Source: an optimization exercise on an open RTL-to-GDS flow (aim: small area and a short achievable clock period). Production flows keep margins and buffers that such runs may drop. Function was checked by simulation only, so behaviour that the tests miss may differ from the original. Power is estimated from default activity; no workload was simulated.

`design/flow/run.sh`:
```
#!/bin/bash
# synth_recipe.tcl (not shown) runs the flow's synth.tcl, then flattens the netlist and writes it again
# the make line also repeats each setting of config.mk as NAME=value (left out here)
make -C /OpenROAD-flow-scripts/flow DESIGN_CONFIG=/design/flow/config.mk WORK_HOME=/design/flow/orfs CLKGATE_MAP_FILE= SYNTH_SCRIPT=/design/flow/synth_recipe.tcl finish
```
`design/flow/config.mk`:
```
export PLATFORM = sky130hd
export DESIGN_NAME = rv_alu_pipe
export DESIGN_NICKNAME = rv_alu_pipe
export VERILOG_FILES = /design/flow/design.v
export SDC_FILE = /design/flow/constraint.sdc
export NUM_CORES = 4
export LEC_CHECK = 0
export CAP_MARGIN = 20
export CELL_PAD_IN_SITES_DETAIL_PLACEMENT = 1
export CELL_PAD_IN_SITES_GLOBAL_PLACEMENT = 1
export CORE_MARGIN = 2
export CORE_UTILIZATION = 40
export CTS_CLUSTER_DIAMETER = 80
export CTS_CLUSTER_SIZE = 30
export GPL_ROUTABILITY_DRIVEN = 1
export SETUP_SLACK_MARGIN = 2.8
export SLEW_MARGIN = 20
export SYNTH_HIERARCHICAL = 1
export SYNTH_MINIMUM_KEEP_SIZE = 0
export TNS_END_PERCENT = 20
```
`design/flow/constraint.sdc`:
```
create_clock -name core_clock -period 7.0 [get_ports {clk}]
set_input_delay 1.4000 -clock core_clock [delete_from_list [all_inputs] [get_ports {clk}]]
set_output_delay 1.4000 -clock core_clock [all_outputs]
set_load 0.01 [all_outputs]
```
`design/flow/design.v`:
```
module rv_alu_pipe #(
  parameter int XLEN     = 32,
  parameter int NREGS    = 32,
  parameter int IQ_DEPTH = 4,
  parameter int FWD_EN   = 1,
  parameter int CNT_W    = 32
) (
  input  logic                      clk,
  input  logic                      rst,
  input  logic                      in_valid,
  output logic                      in_ready,
  input  logic [31:0]               in_instr,
  input  logic                      hold,
  input  logic [4:0]                dbg_raddr,
  output logic [XLEN-1:0]           dbg_rdata,
  output logic [CNT_W-1:0]          retired_cnt,
  output logic                      illegal,
  output logic [31:0]               illegal_instr,
  output logic [$clog2(IQ_DEPTH):0] iq_count,
  output logic                      busy
);
  logic [31:0] q_mem [4];
  logic [1:0]  q_wr;
  logic [1:0]  q_rd;
  logic [2:0]  q_cnt;
  logic        busy_r;
  logic [4:0]  hd_rs1;
  logic [4:0]  hd_rs2;
  logic        hd_imm;
  logic [31:0] gpr [1:31];
  logic        d_vld;
  logic [31:0] d_instr;
  logic [31:0] d_opa;
  logic [31:0] d_opb;
  logic        x_vld;
  logic [4:0]  x_rd;
  logic [31:0] x_res;
  logic        d_sub;
  logic [4:0]  d_sha;
  logic        d_s_add, d_s_sll, d_s_slt, d_s_sltu, d_s_xor, d_s_srx, d_s_or, d_s_and, d_s_lui;
  logic push, pop, q_empty;
  assign in_ready = ~q_cnt[2];
  assign push     = in_valid & in_ready;
  assign q_empty  = (q_cnt == 3'd0);
  assign iq_count = q_cnt;
  assign busy     = busy_r;
  assign pop      = !hold && !q_empty;
  logic [6:0] opc;
  logic [2:0] f3;
  logic [6:0] f7;
  logic [4:0] rd;
  assign opc = d_instr[6:0];
  assign rd  = d_instr[11:7];
  assign f3  = d_instr[14:12];
  assign f7  = d_instr[31:25];
  logic is_r, is_i, is_lui, f7_zero, f7_alt;
  assign is_r    = (opc == 7'b0110011);
  assign is_i    = (opc == 7'b0010011);
  assign is_lui  = (opc == 7'b0110111);
  assign f7_zero = (f7 == 7'b0000000);
  assign f7_alt  = (f7 == 7'b0100000);
  logic d_legal;
  always_comb begin
    d_legal = 1'b0;
    if (is_lui) d_legal = 1'b1;
    else if (is_i) begin
      if (f3 == 3'b001)      d_legal = f7_zero;
      else if (f3 == 3'b101) d_legal = f7_zero | f7_alt;
      else                   d_legal = 1'b1;
    end else if (is_r) begin
      if (f3 == 3'b000 || f3 == 3'b101) d_legal = f7_zero | f7_alt;
      else                              d_legal = f7_zero;
    end
  end
  logic alt, do_sub;
  assign alt     = f7[5];
  assign do_sub  = d_sub;
  logic [33:0] sum_x;
  logic [31:0] sum;
  logic        cout, lt_s, lt_u;
  assign sum_x = {1'b0, d_opa, 1'b1} + {1'b0, d_opb, do_sub};
  assign sum   = sum_x[32:1];
  assign cout  = sum_x[33];
  assign lt_u  = ~cout;
  assign lt_s  = (d_opa[31] ^ ~d_opb[31]) ? d_opa[31] : sum[31];
  logic [31:0] sh_out, sh_rev;
  logic [63:0] sh_ext;
  assign sh_ext = {{32{alt & d_opa[31]}}, d_opa} >> d_sha;
  assign sh_out = sh_ext[31:0];
  assign sh_rev = d_opa << d_sha;
  logic [31:0] alu_res;
  assign alu_res = ({32{d_s_add}} & sum)
                 | ({32{d_s_sll}} & sh_rev)
                 | ({32{d_s_srx}} & sh_out)
                 | ({32{d_s_xor}} & (d_opa ^ d_opb))
                 | ({32{d_s_or}}  & (d_opa | d_opb))
                 | ({32{d_s_and}} & (d_opa & d_opb))
                 | ({32{d_s_lui}} & {d_instr[31:12], 12'h000})
                 | {31'd0, (d_s_slt & lt_s) | (d_s_sltu & lt_u)};
  logic [31:0] q_head;
  assign q_head = q_mem[q_rd];
  logic fwd1, fwd2;
  assign fwd1 = d_vld && d_legal && (rd == hd_rs1) && (hd_rs1 != 5'd0);
  assign fwd2 = d_vld && d_legal && (rd == hd_rs2) && (hd_rs2 != 5'd0) && !hd_imm;
  logic [31:0] xm;
  always_comb begin
    for (int i = 0; i < 32; i++) xm[i] = x_vld && (x_rd == 5'(i));
  end
  logic [33*32-1:0] slots;
  always_comb begin
    slots[31:0] = x_res;
    for (int i = 1; i < 32; i++) slots[32*i +: 32] = gpr[i];
    slots[32*32 +: 32] = {{20{q_head[31]}}, q_head[31:20]};
  end
  logic [31:0] s1;
  logic [32:0] s2;
  always_comb begin
    for (int i = 1; i < 32; i++) begin
      s1[i] = (hd_rs1 == 5'(i)) && !xm[i];
      s2[i] = (hd_rs2 == 5'(i)) && !xm[i] && !hd_imm;
    end
    s1[0]  = x_vld && (x_rd == hd_rs1) && (hd_rs1 != 5'd0);
    s2[0]  = x_vld && (x_rd == hd_rs2) && (hd_rs2 != 5'd0) && !hd_imm;
    s2[32] = hd_imm;
  end
  logic [31:0] rd_a, rd_b;
  rv_alu_pipe_rport #(.N(32)) u_rp1 (.s(s1), .g(slots[32*32-1:0]), .q(rd_a));
  rv_alu_pipe_rport #(.N(33)) u_rp2 (.s(s2), .g(slots),            .q(rd_b));
  for (genvar k = 0; k < 4; k++) begin : g_dsl
    logic [31*8-1:0] gs;
    for (genvar r = 1; r < 32; r++) begin : g_r
      assign gs[8*(r-1) +: 8] = gpr[r][8*k +: 8];
    end
    rv_alu_pipe_dport u_rpd (.a(dbg_raddr), .g(gs), .q(dbg_rdata[8*k +: 8]));
  end
  logic n_sub;
  assign n_sub = (q_head[14:12] == 3'b010) || (q_head[14:12] == 3'b011)
              || (q_head[14:12] == 3'b000 && q_head[5] && q_head[30]);
  logic [1:0]  q_rd_n;
  logic [31:0] nh;
  assign q_rd_n = pop ? q_rd + 2'd1 : q_rd;
  assign nh     = (push && q_wr == q_rd_n) ? in_instr : q_mem[q_rd_n];
  logic        d_leave, wb;
  logic [31:0] wdata;
  assign d_leave = d_vld && !hold;
  assign wb      = x_vld && !hold;
  assign wdata   = rst ? 32'd0 : x_res;
  always_ff @(posedge clk) begin
    if (push) q_mem[q_wr] <= in_instr;
  end
  always_ff @(posedge clk) begin
    hd_rs1 <= nh[19:15];
    hd_rs2 <= nh[24:20];
    hd_imm <= ~nh[5];
  end
  always_ff @(posedge clk) begin
    if (pop) begin
      d_instr <= q_head;
      d_sub   <= n_sub;
      d_s_lui  <= (q_head[6:0] == 7'b0110111);
      d_s_add  <= (q_head[6:0] != 7'b0110111) && (q_head[14:12] == 3'b000);
      d_s_sll  <= (q_head[6:0] != 7'b0110111) && (q_head[14:12] == 3'b001);
      d_s_slt  <= (q_head[6:0] != 7'b0110111) && (q_head[14:12] == 3'b010);
      d_s_sltu <= (q_head[6:0] != 7'b0110111) && (q_head[14:12] == 3'b011);
      d_s_xor  <= (q_head[6:0] != 7'b0110111) && (q_head[14:12] == 3'b100);
      d_s_srx  <= (q_head[6:0] != 7'b0110111) && (q_head[14:12] == 3'b101);
      d_s_or   <= (q_head[6:0] != 7'b0110111) && (q_head[14:12] == 3'b110);
      d_s_and  <= (q_head[6:0] != 7'b0110111) && (q_head[14:12] == 3'b111);
      d_opa   <= fwd1 ? alu_res : rd_a;
      d_opb   <= (fwd2 ? alu_res : rd_b) ^ {32{n_sub}};
    end
  end
  always_ff @(posedge clk) begin
    if (pop && q_head[13:12] == 2'b01) d_sha <= fwd2 ? alu_res[4:0] : rd_b[4:0];
  end
  always_ff @(posedge clk) begin
    if (!hold) begin
      x_rd  <= rd;
      x_res <= alu_res;
    end
  end
  always_ff @(posedge clk) begin
    for (int i = 1; i < 32; i++)
      if (rst || (wb && x_rd == 5'(i))) gpr[i] <= wdata;
  end
  logic [2:0] q_cnt_n;
  logic       d_vld_n, x_vld_n;
  always_comb begin
    q_cnt_n = q_cnt + 3'(push) - 3'(pop);
    d_vld_n = pop ? 1'b1 : (d_leave ? 1'b0 : d_vld);
    x_vld_n = hold ? x_vld : (d_leave && d_legal);
  end
  always_ff @(posedge clk) begin
    if (rst) busy_r <= 1'b0;
    else     busy_r <= (q_cnt_n != 3'd0) || d_vld_n || x_vld_n;
  end
  always_ff @(posedge clk) begin
    if (rst) begin
      q_wr          <= '0;
      q_rd          <= '0;
      q_cnt         <= '0;
      d_vld         <= 1'b0;
      x_vld         <= 1'b0;
      retired_cnt   <= '0;
      illegal       <= 1'b0;
      illegal_instr <= '0;
    end else begin
      if (push) q_wr <= q_wr + 1'b1;
      if (pop)  q_rd <= q_rd + 1'b1;
      q_cnt <= q_cnt + 3'(push) - 3'(pop);
      if (pop)          d_vld <= 1'b1;
      else if (d_leave) d_vld <= 1'b0;
      illegal <= d_leave && !d_legal;
      if (d_leave && !d_legal) illegal_instr <= d_instr;
      if (!hold) x_vld <= d_leave && d_legal;
      if (wb) retired_cnt <= retired_cnt + 1'b1;
    end
  end
endmodule
module rv_alu_pipe_ao3n (
  input  logic [2:0] s,
  input  logic [2:0] d,
  output logic       y
);
  assign y = ~|(s & d);
endmodule
module rv_alu_pipe_ao2n (
  input  logic [1:0] s,
  input  logic [1:0] d,
  output logic       y
);
  assign y = ~|(s & d);
endmodule
module rv_alu_pipe_ao8 (
  input  logic [7:0] s,
  input  logic [7:0] d,
  output logic       y
);
  assign y = |(s & d);
endmodule
module rv_alu_pipe_ao4 (
  input  logic [3:0] s,
  input  logic [3:0] d,
  output logic       y
);
  assign y = |(s & d);
endmodule
module rv_alu_pipe_rport #(
  parameter int N = 32
) (
  input  logic [N-1:0]    s,
  input  logic [N*32-1:0] g,
  output logic [31:0]     q
);
  localparam int N3 = N / 3;
  localparam int NR = N - 3 * N3;
  localparam int NP = N3 + (NR != 0 ? 1 : 0);
  for (genvar b = 0; b < 32; b++) begin : g_bit
    logic [NP-1:0] p;
    for (genvar k = 0; k < N3; k++) begin : g_grp
      rv_alu_pipe_ao3n u_ao (
        .s(s[3*k +: 3]),
        .d({g[32*(3*k+2) + b], g[32*(3*k+1) + b], g[32*(3*k) + b]}),
        .y(p[k]));
    end
    if (NR == 2) begin : g_r2
      rv_alu_pipe_ao2n u_ao (
        .s(s[3*N3 +: 2]),
        .d({g[32*(3*N3+1) + b], g[32*(3*N3) + b]}),
        .y(p[N3]));
    end else if (NR == 1) begin : g_r1
      assign p[N3] = ~(s[3*N3] & g[32*(3*N3) + b]);
    end
    assign q[b] = ~&p;
  end
endmodule
module rv_alu_pipe_dport (
  input  logic [4:0]      a,
  input  logic [31*8-1:0] g,
  output logic [7:0]      q
);
  logic [32*8-1:0] gz;
  assign gz = {g, 8'd0};
  logic [7:0] sh;
  logic [3:0] sl;
  always_comb begin
    for (int i = 0; i < 8; i++) sh[i] = (a[4:2] == 3'(i));
    for (int i = 0; i < 4; i++) sl[i] = (a[1:0] == 2'(i));
  end
  for (genvar b = 0; b < 8; b++) begin : g_bit
    logic [3:0] m;
    for (genvar c = 0; c < 4; c++) begin : g_c
      logic [7:0] dd;
      for (genvar k = 0; k < 8; k++) begin : g_k
        assign dd[k] = gz[8*(4*k+c) + b];
      end
      rv_alu_pipe_ao8 u_ao (.s(sh), .d(dd), .y(m[c]));
    end
    rv_alu_pipe_ao4 u_m (.s(sl), .d(m), .y(q[b]));
  end
endmodule
```
==> notes.md <==
==> synth_stat cells, types with 9 or more instances <==
library cell	instances
edfxtp_1	1268
a222oi_1	674
a22oi_1	591
nand4_1	284
nor2_1	226
nand2_1	183
nand3_1	103
mux4_2	99
nor3_1	99
o21ai_0	98
mux2i_1	91
inv_1	89
dfxtp_1	88
a21oi_1	82
or3_1	78
clkbuf_1	77
ha_1	71
nor2b_1	62
mux2_2	60
xnor2_1	51
xor2_1	47
buf_2	37
a22oi_2	32
nand2b_1	20
and2_1	19
mux4_1	16
o211ai_1	16
a211oi_1	15
a31oi_1	15
buf_4	14
nor3b_1	14
and3_1	13
buf_1	13
a221oi_1	12
and3b_2	12
a211o_1	9
a21o_1	9
o2111ai_1	9
==> modules after synthesis (local to each module, per instance), a selection <==
module / flip-flops and latches / copies in the design / cells inside
rv_alu_pipe: 1356 / 1 / 3104
rv_alu_pipe_ao2n: 0 / 32 / 1
rv_alu_pipe_ao4: 0 / 32 / 3
rv_alu_pipe_ao3n: 0 / 672 / 1
rv_alu_pipe_dport: 0 / 4 / 13
rv_alu_pipe_ao8: 0 / 128 / 5
==> state kept, by name, summed over array words and instances (netlist names), 3 cells and up, named ones only <==
register	cells
x_rd	5
retired_cnt	32
gpr	992
d_opa	32
d_sha	5
x_res	32
illegal_instr	32
hd_rs1	5
hd_rs2	5
q_cnt	3
d_instr	32
d_opb	32
q_mem	128
==> through the flow <==
stage | instances | hold slack [ps] | total power [uW]
floorplan | 4880 | 469 | 19500
CTS | 7621 | 513 | 32900
detailed placement | 7318 | 487 | 26200
finish | 7717 | 510 | 34200
global placement | 7317 | 474 | 26100
global route | 7687 | 546 | 34700
==> cell type report <==
| type | count | area, um2 |
|---|---|---|
| sequential | 1356 | 39800 |
| tap | 2204 | 2760 |
| clock buffer | 88 | 2120 |
| fill | 16400 | 85800 |
| clock inverter | 62 | 1070 |
| inverter | 91 | 342 |
| multi-input combinational | 3307 | 28800 |
| antenna | 32 | 80.1 |
| timing repair buffer | 577 | 6000 |
==> cell families after synthesis <==
group / synth area share (%)
mux: 6.34
flops: 59.4
simple gates: 9.11
fa+ha+maj: 1.41
other cells: 0.0224
xor+xnor: 1.28
compound gates: 20.8
buf+inv: 1.64
==> worst max-delay path, cell delays in order <==
cell and delay (ps):
buf_16 130, buf_16 130, buf_12 120, nor3b_4 160, buf_12 150, clkbuf_16 190
a22oi_1 200, nand4_1 130, a22oi_2 240, nand2_2 170, buf_6 160
==> layout by cell type (no fill, tap or decap), drive strengths merged, types with 20 or more instances in the layout <==
cell	instances
edfxtp	1268
a222oi	674
a22oi	623
buf	464
nand4	284
nor2	226
nand2	183
inv	124
mux4	115
clkdlybuf4s50	104
o21ai	104
nand3	103
nor3	100
clkbuf	96
mux2i	91
dfxtp	88
a21oi	83
or3	78
ha	71
nor2b	62
mux2	61
xnor2	51
xor2	47
diode	32
conb	32
and3b	30
and3	24
clkinv	21
nand2b	20
==> metal layers <==
metal | share of wire, % | track usage [%] | vias to the layer above
met5 | 0.083 | 0.339 | -
met3 | 16 | 19.0 | 1954
met2 | 41 | 60.2 | 6778
met1 | 34 | 52.9 | 31300
li1 | - | - | 23000
met4 | 9.0 | 29.7 | 28
==> worst paths after layout <==
check	from	endpoint
worst min-delay path	illegal_instr[29]$_SDFFE_PP0P_	illegal_instr[29]$_SDFFE_PP0P_
worst min register to register	illegal_instr[29]$_SDFFE_PP0P_	illegal_instr[29]$_SDFFE_PP0P_
worst max-delay path	dbg_raddr[3]	dbg_rdata[25]
worst max register to register	d_opa[3]$_DFFE_PP_	d_opb[0]$_DFFE_PP_
==> timing repair <==
action	4_1_cts	5_1_grt
resized for setup	486	154
setup endpoints to repair	328	221
cloned	42	7
hold endpoints to repair	0	0
pin swaps	121	100
buffers inserted	111	57
==> power by group through the flow <==
stage / clock network, uW / logic, uW / registers, uW
finish: 6050 / 15200 / 13000
global route: 6310 / 15300 / 13100
CTS: 6080 / 13900 / 12900
detailed placement: 0 / 13000 / 13200
global placement: 0 / 12900 / 13200
floorplan: 0 / 7250 / 12300
==> notes.md <==
Setup WS pre-CTS 1270 ps; Worst Hold Depth 2; YS warnings 9; DR vias 63,000; first-pass GRT wire length 504,000 um; Post-synth EDFFs 1,268; drt drc 0; post-DR wirelength/cell 49.2 um; Mapped Cells a little under 5,000; vias in the first global route 59,500; power share of the sequential group between 30% and 40%; Setup Viol. Count Final 0; full die area 171,000 um2; CTS sink count 1,356; Critical Path Start Type primary input; antenna viol nets, final 0; maximum clock frequency 217 MHz; dpl hpwl 211,000 um; nets@finish between 5,000 and 6,000; CTS tree yes; worst-path fanout max 8; mean cell area of the mapped netlist 13.8 um2; clock-pin transition on the worst setup and hold timing paths around 100 ps; Iter 0 DRT Violations around 15,000; Design Area, Final 81,000 um2; Critical Path RT approximately 5600 ps; relative slew slack 15.6%; Top-Level Pins roughly 140; H-tree depth 3; Initial Util approximately 40%; Worst Path Class, Setup in -> out; Least-Margin Pin Slew 1260 ps; IR drop worst, VDD around 0.00027 V; Cell variety after synth 86; Logic pwr share 44.4%; status no timing/DRC/antenna violations; ys async rst share 0%; First-pass DRT Iterations 17; PwrDens 422 nW/um2; Yosys reg bits 1,356; Die Height 413 um; GRT Util Overall 43.0%; setup TNS 0 ps; WP data arrival 3200 ps; total CTS buffers 82; top cell type's share of synthesized area 56.8%; RSZ-0062 raised after global routing yes; maximum root-to-sink buffer count 3; routed vias/inst 8.16; port bufs about 140; # rows 150; design internal power 18,800 uW; antenna violations before repair 29; post-synth design cell area roughly 67,000 um2; P_sw approximately 15,000 uW; gpl congestion 0.980; max cap viols 0; latest clock arrival within the worst-skew pair 780 ps; CP endpoint kind output pin; LEAKAGE between 0.02 and 0.03 uW; post-route minimum period 4600 ps; Hold Fails Final Rpt 0; most area-consuming cells after synthesis edfxtp_1 (57%), a222oi_1 (10%), a22oi_1 (6.6%), mux4_2 (3.3%), nand4_1 (2.7%); root buffer cell clkbuf_16; sequential cell area fraction in the yosys report 59.4%; Main synth FF type edfxtp_1; Switching Share 45.0%; Synth area leader edfxtp_1; clk_skew just under 80 ps; Reg2Reg Setup Slack 2400 ps; share of cells above drive strength 1 about 23%; global route total overflow 0; clock power share 17.7%; period utilization 65.7%; chip width a little over 400 um; Util after Layout 48.6%; Setup WS post-layout roughly 2400 ps; largest net degree at the start of global routing 63; Hold Path Class reg -> reg; Post-Place Cell Area between 70,000 and 80,000 um2; area delta synth->final 20.9%; fin. max-slew vios 0; Post-CTS Hold Buffers 0; WL final between 300,000 and 400,000 um; R2R cell count 20; CORE AREA between 150,000 and 200,000 um2

-- separate check: timing with driven ports --
No port has a modelled driver above. Below, the same layout with a new extraction and two added sets of constraints. Step 1, drivers: a clkbuf_16 drives clk and a buf_2 each remaining input, both assumed. Step 2 also shifts input and output timing later by t, the mid clock arrival at the registers, as if the neighbouring blocks saw the same clock. a / b / c = no drivers / after step 1 / after step 2; a / b = the first two.
shift t [ns]: 0.830
slack for setup (ns): 2.402 / 2.023 / 1.966
clock arrival spread, ns: 0.081 / 0.081
slew at the worst register clock pin (ns): 0.12 / 0.12
cell pins on the clock port's net: 1
After both steps setup and hold are still met in this run. For this run, drivers alone change the setup slack by -0.379 ns; drivers and shift together by -0.436 ns.
